This design comes from an exercise in tuning for small area and a short achievable clock period on the open sky130 flow, not from production work. Only simulation tests tie the RTL to the original design; equivalence was not proved. Power and IR drop assume default switching activity.

--- flow/config.mk ---
export PLATFORM = sky130hd
export DESIGN_NAME = alu_operand_regfile
export DESIGN_NICKNAME = alu_operand_regfile
export VERILOG_FILES = /design/flow/design.v
export SDC_FILE = /design/flow/constraint.sdc
export NUM_CORES = 4
export LEC_CHECK = 0
export CAP_MARGIN = 20
export CORE_MARGIN = 2
export CORE_UTILIZATION = 30
export SLEW_MARGIN = 20
--- flow/constraint.sdc ---
create_clock -name core_clock -period 8.0 [get_ports {clk_i}]
set_input_delay 1.6000 -clock core_clock [delete_from_list [all_inputs] [get_ports {clk_i}]]
set_output_delay 1.6000 -clock core_clock [all_outputs]
set_load 0.01 [all_outputs]
--- flow/design.v ---
package alu_operand_regfile_pkg;
    localparam int unsigned REG_DATA_W = 32;
    localparam int unsigned REG_ADDR_W = 5;
    localparam logic [REG_ADDR_W-1:0] REG_ZERO = 5'd0;
    typedef enum logic [2:0] {
        ALU_AND = 3'b000,
        ALU_XOR = 3'b001,
        ALU_ADD = 3'b010,
        ALU_MUL = 3'b011,
        ALU_SRA = 3'b101,
        ALU_SUB = 3'b110,
        ALU_SLL = 3'b111
    } alu_ctrl_e;
endpackage
module regfile_read_port
#(
    parameter int unsigned DATA_W = alu_operand_regfile_pkg::REG_DATA_W,
    parameter int unsigned ADDR_W = alu_operand_regfile_pkg::REG_ADDR_W,
    parameter bit          BYPASS = 1'b0
) (
    input  logic [ADDR_W-1:0] rd_addr_i,
    input  logic [DATA_W-1:0] mem_word_i,
    input  logic              wr_en_i,
    input  logic [ADDR_W-1:0] wr_addr_i,
    input  logic [DATA_W-1:0] wr_data_i,
    output logic [DATA_W-1:0] rd_data_o
);
    always_comb begin
        rd_data_o = mem_word_i;
        if (BYPASS && wr_en_i && (wr_addr_i != '0) && (wr_addr_i == rd_addr_i)) begin
            rd_data_o = wr_data_i;
        end
        if (rd_addr_i == '0) begin
            rd_data_o = '0;
        end
    end
endmodule
module alu_operand_regfile
#(
    parameter int unsigned           DATA_W  = alu_operand_regfile_pkg::REG_DATA_W,
    parameter int unsigned           ADDR_W  = alu_operand_regfile_pkg::REG_ADDR_W,
    parameter bit                    BYPASS  = 1'b1,
    parameter logic [DATA_W-1:0]     RST_VAL = '0
) (
    input  logic                 clk_i,
    input  logic                 rst_i,
    input  logic [ADDR_W-1:0]    RS1addr_i,
    input  logic [ADDR_W-1:0]    RS2addr_i,
    input  logic [ADDR_W-1:0]    RDaddr_i,
    input  logic [DATA_W-1:0]    RDdata_i,
    input  logic                 RegWrite_i,
    output logic [DATA_W-1:0]    RS1data_o,
    output logic [DATA_W-1:0]    RS2data_o,
    input  logic [ADDR_W-1:0]    dbg_addr_i,
    output logic [DATA_W-1:0]    dbg_data_o,
    output logic [31:0]          wr_count_o
);
    localparam int unsigned DEPTH = 2 ** ADDR_W;
    logic [DATA_W-1:0] mem_q [DEPTH];
    logic [31:0]       wr_count_q;
    logic              wr_fire;
    assign wr_fire = RegWrite_i && (RDaddr_i != alu_operand_regfile_pkg::REG_ZERO[ADDR_W-1:0]);
    always_ff @(posedge clk_i) begin
        if (rst_i) begin
            for (int i = 0; i < DEPTH; i++) begin
                mem_q[i] <= RST_VAL;
            end
            wr_count_q <= '0;
        end else if (wr_fire) begin
            mem_q[RDaddr_i] <= RDdata_i;
            wr_count_q      <= wr_count_q + 32'd1;
        end
    end
    assign wr_count_o = wr_count_q;
    regfile_read_port #(.DATA_W(DATA_W), .ADDR_W(ADDR_W), .BYPASS(BYPASS)) u_rs1_port (
        .rd_addr_i  (RS1addr_i),
        .mem_word_i (mem_q[RS1addr_i]),
        .wr_en_i    (RegWrite_i),
        .wr_addr_i  (RDaddr_i),
        .wr_data_i  (RDdata_i),
        .rd_data_o  (RS1data_o)
    );
    regfile_read_port #(.DATA_W(DATA_W), .ADDR_W(ADDR_W), .BYPASS(BYPASS)) u_rs2_port (
        .rd_addr_i  (RS2addr_i),
        .mem_word_i (mem_q[RS2addr_i]),
        .wr_en_i    (RegWrite_i),
        .wr_addr_i  (RDaddr_i),
        .wr_data_i  (RDdata_i),
        .rd_data_o  (RS2data_o)
    );
    regfile_read_port #(.DATA_W(DATA_W), .ADDR_W(ADDR_W), .BYPASS(BYPASS)) u_dbg_port (
        .rd_addr_i  (dbg_addr_i),
        .mem_word_i (mem_q[dbg_addr_i]),
        .wr_en_i    (RegWrite_i),
        .wr_addr_i  (RDaddr_i),
        .wr_data_i  (RDdata_i),
        .rd_data_o  (dbg_data_o)
    );
endmodule
--- flow/run.sh ---
#!/bin/bash
# synth_recipe.tcl (not shown) runs the flow's synth.tcl, then flattens the netlist and writes it again
# the make line also repeats each setting of config.mk as NAME=value (left out here)
make -C /OpenROAD-flow-scripts/flow DESIGN_CONFIG=/design/flow/config.mk WORK_HOME=/design/flow/orfs CLKGATE_MAP_FILE= SYNTH_SCRIPT=/design/flow/synth_recipe.tcl finish
==> flow_summary.ini <==
[synthesis]
synthFlopType = edfxtp_1
synth_top_area_share_pct = 46.9
yosysTopAreaCell = edfxtp_1
ys_types = 66
ys_seq_area_share_pct = 47.9
synth_warnings = 2
postSynthCellCount = 4644
synth.most_common_cell = edfxtp_1
syn_area_um2 = 65500
avgSynthCellArea_um2 = 14.1
synth_seq_cells = 1056
synth_edf_count = 1024
yosys-top-cells-area = edfxtp_1 47%, mux4_2 25%, and2_1 8.4%
ys_top_cells_by_count = 1024 x edfxtp_1, 878 x and2_1, 721 x mux4_2, 325 x clkbuf_1, 287 x mux2i_1
async_flop_share_pct = 0

[run_status]
status = no timing/DRC/antenna violations

[clock_network]
numCtsBuffers = 116
cts_tree = built
postCtsSetupRepairBufs = 0
cts-resized-gates = 0
htreeDepth = 3
cts.sinks = 1056
clock_latency_ns = 0.77
cts_root_buffer = clkbuf_16
hold_buffers = 0
path_clk_slew_ns = 0.06
clockBufferDepth = 3

[route]
drt_first_iter_violations = 8096
met3RoutedLength_um = 39400
dr.pass1.iters = 6
top_layer = met5
wire_per_inst_um = 36.5
via_per_inst = 6.30
wl_met1_um = 98300
dr_wl_met2_um = 122000
drc_errors = 0
ant_nets = 0
vias = 48000
routed_wl_um = 279000

[power]
p_per_area_nw_per_um2 = 200
p_sw_w = 0.00416
swShare_pct = 27.8
combPwrFrac_pct = 17.4
max-vdd-ir-drop_v = 0.000181
power_frac_clock_pct = 38.5
p_seq_share_pct = 44.0
p_leak_nw = 25.0
p_int_w = 0.0108

[setup_path]
r2r_setup_slack_ns = 5.34
crit_type = in2out
critPathMaxFanout = 22
worst_ep_arrival_time_ns = 5.88
end_kind = output port
startpoint_type = input port
crit_required_ns = 6.40

[layout]
drive_gt1_share_pct = 25.8
multi_input_area_um2 = 31900
seq_area_um2 = 31400
fin_area_um2 = 74600
n_fill_cell = 20700
areaGrowthSynthToFinish_pct = 13.9
fin_util_pct = 34.4
nNetsFinal = 4708

[floorplanning]
dieArea_um2 = 222000
die_h_um = 471
start_util_pct = 30.2
fp.dieW_um = 471
num_rows = 171
core_um2 = 217000
io_pins = 183

[place]
io_buffer_count = 182
placed_cell_area_um2 = 70600
hpwl_um = 166000
gp_congestion = 0.901

[global_route]
grt_pass1_wl_um = 382000
grtUsageTotal_pct = 24.5
grt_max_degree = 84
globalRouteOverflowTotal = 0
first_global_vias = 46700
antenna_found_initial = 33

[sta]
maxSlewHeadroom_pct = 22.2
timing.final.crit_period_ns = 7.48
finalMaxSlewViolations = 0
finalSetupTns_ns = 0
max_freq_ghz = 0.134
setup_viol = 0
worst_pin_slew_ns = 1.17
rsz0062_at_grt = no
finalHoldViolCount = 0
final.period_utilization_pct = 93.5
finalClockSkew_ns = 0.0215

[worst_hold_path]
min_path_type = reg2reg

[flow_run]
drv_cap = 0
-- cell families after synthesis --
group / Yosys count / share of synthesized area [%]
AO/OA/AOI/OAI: 447 / 5.05
XOR/XNOR: 42 / 0.562
adder cells (fa/ha/maj): 1 / 0.0191
buffers and inverters: 560 / 4.08
flip-flops: 1056 / 47.9
multiplexers: 1014 / 29.3
other: 1 / 0.00572
AND/OR/NAND/NOR: 1523 / 13.1
-- through the flow --
| stage | total power [W] | cells | setup WS [ns] | hold WS (ns) |
|---|---|---|---|---|
| after CTS | 0.0149 | 7600 | 0.567 | 0.510 |
| final | 0.0149 | 7629 | 0.524 | 0.515 |
| after global routing | 0.0152 | 7607 | 0.508 | 0.553 |
| after global placement | 0.00921 | 7386 | 0.545 | 0.499 |
| after detailed placement | 0.00924 | 7387 | 0.547 | 0.500 |
| after floorplan | 0.00812 | 4675 | 2.94 | 0.504 |
-- layout by cell type (no fill, tap or decap), types with 34 or more instances in the layout --
master           instances
a221o_1                 40
clkbuf_16              119
buf_4                  200
nor2b_1                 35
clkdlybuf4s50_1        160
nand2_1                164
nand3_1                 74
a21oi_1                 46
nor3_1                 142
and2_1                 877
a22oi_1                 60
a211oi_1                72
edfxtp_1              1024
nor2_4                  34
a221oi_1                88
mux2i_1                287
mux4_2                 721
nor2_1                 101
o21ai_0                 68
-- cell type report --
| type | count | area share [%] |
|---|---|---|
| Multi-Input combinational cell | 3059 | 42.7 |
| Tap cell | 2854 | 4.79 |
| Antenna cell | 28 | 0.0939 |
| Inverter | 23 | 0.122 |
| Clock inverter | 75 | 1.18 |
| Sequential cell | 1056 | 42.1 |
| Timing Repair Buffer | 396 | 4.91 |
| Clock buffer | 138 | 4.10 |
-- critical path, cell delays in order --
cell and delay (ns):
clkdlybuf4s50_1 0.42, or3_1 0.51, buf_4 0.29, o21a_1 0.28
and4_2 0.46, nor2_1 0.58, o311ai_0 0.36, o21ai_0 0.67
clkdlybuf4s50_1 0.67
-- flip-flops by register name, indices dropped and copies added, names as in the netlist --
| signal | count |
|---|---|
| wr_count_q | 32 |
| mem_q | 1024 |
-- final timing paths --
check | start | end | cells past startpoint
setup reg to reg | wr_count_q[3]$_SDFFE_PP0P_ | wr_count_q[30]$_SDFFE_PP0P_ | 6
hold reg to reg | wr_count_q[9]$_SDFFE_PP0P_ | wr_count_q[9]$_SDFFE_PP0P_ | 2
setup / recovery | RDaddr_i[2] | dbg_data_o[22] | 9
hold / removal | wr_count_q[9]$_SDFFE_PP0P_ | wr_count_q[9]$_SDFFE_PP0P_ | 2
-- power by group through the flow --
stage                     clock, W  sequential (W)  combinational (W)
after floorplan                  0         0.00661            0.00151
after global placement           0         0.00666            0.00254
after detailed placement         0         0.00669            0.00255
after CTS                  0.00577         0.00658            0.00255
after global routing       0.00596         0.00662            0.00265
final                      0.00576         0.00658            0.00261
-- metal layers --
layer	track usage, %	vias to the layer above
met5	0	-
met2	36.7	4267
met4	14.3	16
li1	-	18300
met1	31.5	24500
met3	7.35	962

## port drivers added, routing unchanged
No port has a modelled driver above. Below, the same layout with a new extraction and two added sets of constraints.
Step 1 sets driving cells, clkbuf_16 on the clock port and buf_2 on the other inputs (assumed; they add their load-dependent delay and slew).
Step 2, shift: input delay + t, output delay - t, t = (earliest + latest rising clock arrival at the registers) / 2. This alone moves slack from input paths to output paths.
Three values: ideal, step 1, step 2; two values: the first two.
t (ns): 0.855
setup WS [ns]: 0.524 / 0.500 / 0.500
worst setup path after step 2: input to output
pins driven straight from the clock port: 1
After both steps setup and hold are still met in this run. The setup slack of this run moves by -0.024 ns with the drivers and by -0.024 ns with both steps.
